What follows belongs to an exercise in optimizing a design on an open flow for small area and a short achievable clock period; a production flow would make more cautious choices. The RTL was checked by simulation tests, not by an equivalence proof against the original design.

== build 97 ==
==> flow/design.v (excerpt) <==
module cordic_rotator (
    input  logic                    clk,
    input  logic                    rst_n,
    input  logic                    in_valid,
    input  logic [9-1:0] in_x,
    input  logic [9-1:0] in_y,
    input  logic [9-1:0] in_angle,
    output logic                    out_valid,
    output logic [32-1:0]    out_x,
    output logic [32-1:0]    out_y
);
Size: about 5000 cells after synthesis, about 630 flip-flops.
Settings: LEC_CHECK=0, ABC_AREA=1, CAP_MARGIN=20, CORE_MARGIN=2, CORE_UTILIZATION=40, CTS_CLUSTER_DIAMETER=100, CTS_CLUSTER_SIZE=25, SLEW_MARGIN=20; clock period 10.5 ns.
standard.sh (not shown) runs the stock make flow with config.mk's settings and CLKGATE_MAP_FILE= SYNTH_SCRIPT=/design/flow/synth_recipe.tcl, a recipe that flattens the netlist after the stock synthesis.
==> flow/flow/run.sh <==
#!/bin/bash
# Standard layout, with timing repair aimed at a tighter period than the
# constraint (setup margin), so that repair keeps improving the paths that
# set the achieved period. The SDC and the clock period are unchanged.
set -euo pipefail
bash standard.sh SETUP_SLACK_MARGIN=7.0 finish > standard_flow.log 2>&1
## Diff of input files: build 71 against build 97
# build 97
export LEC_CHECK = 0
export ABC_AREA = 1
export CAP_MARGIN = 20
export CORE_MARGIN = 2
export CORE_UTILIZATION = 40
export CTS_CLUSTER_DIAMETER = 100
export CTS_CLUSTER_SIZE = 25
export SLEW_MARGIN = 20
create_clock -name core_clock -period 10.5 [get_ports {clk}]
# build 71
export LEC_CHECK = 0
export ABC_AREA = 1
export CAP_MARGIN = 20
export CORE_MARGIN = 2
export CORE_UTILIZATION = 40
export CTS_CLUSTER_DIAMETER = 100
export CTS_CLUSTER_SIZE = 30
export SLEW_MARGIN = 20
create_clock -name core_clock -period 10.5 [get_ports {clk}]
-- flow/flow/run.sh --
<<< build 97, line 6
bash standard.sh SETUP_SLACK_MARGIN=7.0 finish > standard_flow.log 2>&1
>>> build 71, line 6
bash standard.sh SETUP_SLACK_MARGIN=7.2 finish > standard_flow.log 2>&1
[summary]
Compared to build 97, build 71 has relative slew slack 0.86 points lower. Build 71 vs. build 97: detailed-placement wirelength estimate now larger; combined flip-flop and latch cell area +86 um^2; critical path depth now smaller; final design utilization went up by 0.66 points. Re proportion of final cell area spent on non-clock buffers: build 71 is 0.39 points up on build 97. In the metrics for build 97 and build 71, the one carrying the lower fraction of met2 tracks used by global routing is build 97. Diff build 97 -> build 71: clock-pin slew on the worst setup and hold paths did not really move; via count of the routed design now larger.
> inputs changed (build 71 -> build 27)
# build 71
export LEC_CHECK = 0
export ABC_AREA = 1
export CAP_MARGIN = 20
export CORE_MARGIN = 2
export CORE_UTILIZATION = 40
export CTS_CLUSTER_DIAMETER = 100
export CTS_CLUSTER_SIZE = 30
export SLEW_MARGIN = 20
create_clock -name core_clock -period 10.5 [get_ports {clk}]
# build 27
export LEC_CHECK = 0
export ABC_AREA = 1
export CAP_MARGIN = 20
export CORE_MARGIN = 2
export CORE_UTILIZATION = 40
export CTS_CLUSTER_DIAMETER = 100
export CTS_CLUSTER_SIZE = 25
export SLEW_MARGIN = 20
create_clock -name core_clock -period 10.5 [get_ports {clk}]
Build 71 finished end to end and its layout was clean on timing, DRC and antenna. No stage failed in build 27, and the final checks on the layout all came back clean. Data arrival time of the critical path in build 27 is 60 ps below build 71. When the final numbers for build 27 and build 71 were put side by side, the worst setup slack turned out to be smaller in build 71. Number of vias after detailed routing essentially unchanged between build 27 and build 71. Layout overhead on the synthesized area: build 27 vs build 71 — no meaningful difference. Build 27 vs. build 71: total number of H-tree levels now sits higher, flip-flop and latch area now sits at about the same level. The lower register-to-register slack of build 27 and build 71 is in build 27. Sequential fraction of total cell area: build 27 vs build 71 — no meaningful difference.

Another version of the RTL of cordic_rotator (not shown whole).
Size: about 630 flip-flops, about 95 I/O pins, roughly 46000 um2 of cells after synthesis.
clock: 10.5 ns
lec_check: 0
abc_area: 1
cap_margin: 20
core_margin: 2
core_utilization: 40
cts_cluster_diameter: 100
cts_cluster_size: 25
slew_margin: 20
==> flow/flow/run.sh <==
#!/bin/bash
# Standard layout, with timing repair aimed at a tighter period than the
# constraint (setup margin), so that repair keeps improving the paths that
# set the achieved period. The SDC and the clock period are unchanged.
set -euo pipefail
bash standard.sh SETUP_SLACK_MARGIN=7.0 finish > standard_flow.log 2>&1
Next try:
--- a/flow/flow/run.sh
+++ b/flow/flow/run.sh
@@ -5,2 +5,2 @@
 set -euo pipefail
-bash standard.sh SETUP_SLACK_MARGIN=7.0 finish > standard_flow.log 2>&1
+bash standard.sh SETUP_SLACK_MARGIN=7.2 finish > standard_flow.log 2>&1
CORE_UTILIZATION = 70   (was 40)
CTS_CLUSTER_DIAMETER = unset   (was 100)
CTS_CLUSTER_SIZE = unset   (was 25)
PLACE_DENSITY = 0.85   (was unset)
The changed run completed with no timing, DRC or antenna violations.
Hold slack is worse by 0.0099 ns.
Final area is higher by 3.1%.
Sequential cell count is unchanged.
Wire length increases by 9.0%.
Cell count shrinks by 6.7%.
Maximum frequency shrinks by 2.9%.
Utilization increases by 35 points.
Sequential share of layout area goes down by 0.72 points.
Next try:
CORE_UTILIZATION = 60   (was 70)
PLACE_DENSITY = 0.7   (was 0.85)
Register-to-register slack is better by 0.21 ns.
Non-clock buffer count drops by 20.
Next try:
--- a/flow/flow/run.sh
+++ b/flow/flow/run.sh
@@ -5,2 +5,2 @@
 set -euo pipefail
-bash standard.sh SETUP_SLACK_MARGIN=7.2 finish > standard_flow.log 2>&1
+bash standard.sh SETUP_SLACK_MARGIN=7.35 finish > standard_flow.log 2>&1
CORE_UTILIZATION = 40   (was 60)
CTS_CLUSTER_DIAMETER = 100   (was unset)
CTS_CLUSTER_SIZE = 22   (was unset)
PLACE_DENSITY = unset   (was 0.7)
Outcome: The changed run produced a clean layout; setup slack improves by 0.035 ns; die area grows by 49%; count of clock-buffer cells in the layout goes down by 45.
Next try:
--- a/flow/flow/run.sh
+++ b/flow/flow/run.sh
@@ -5,2 +5,2 @@
 set -euo pipefail
-bash standard.sh SETUP_SLACK_MARGIN=7.35 finish > standard_flow.log 2>&1
+bash standard.sh SETUP_SLACK_MARGIN=7.2 finish > standard_flow.log 2>&1
CAP_MARGIN = 10   (was 20)
SLEW_MARGIN = 10   (was 20)
Via count came out lower slightly.
Synthesized cell count is unchanged.
Hold slack is worse by 0.0092 ns.
Critical path depth is unchanged.

## re-timing with driven ports
No port has a modelled driver above. Below, the same layouts with a new extraction and two added sets of constraints.
Step 1 assumes that a clkbuf_16 drives the clock port and a buf_2 every other input.
Step 2 times the ports against the registers' clock, not the clock port: input delays grow and output delays shrink by t, the midpoint of the rising clock arrivals with the driver on.
Three values: no drivers, after step 1, after step 2; two values: the first two.
run	t (ns)	setup WS [ns]	pins driven straight from the clock port
build 97	0.665	7.109 / 7.062 / 7.053	1
build 71	0.696	7.147 / 7.083 / 6.965	1
build 27	0.649	7.210 / 7.147 / 6.960	1
the first run of note 2	0.692	7.134 / 7.061 / 7.021	1
the second run of note 2	0.689	7.034 / 7.034 / 6.861	1
the third run of note 2	0.676	7.221 / 7.157 / 6.978	1
the fourth run of note 2	0.700	7.256 / 7.183 / 7.031	1
the fifth run of note 2	0.700	7.254 / 7.177 / 7.006	1
After both steps setup and hold are still met in every run listed. The setup slack of build 27, which loses most, moves by -0.063 ns with the drivers and by -0.250 ns with both steps.
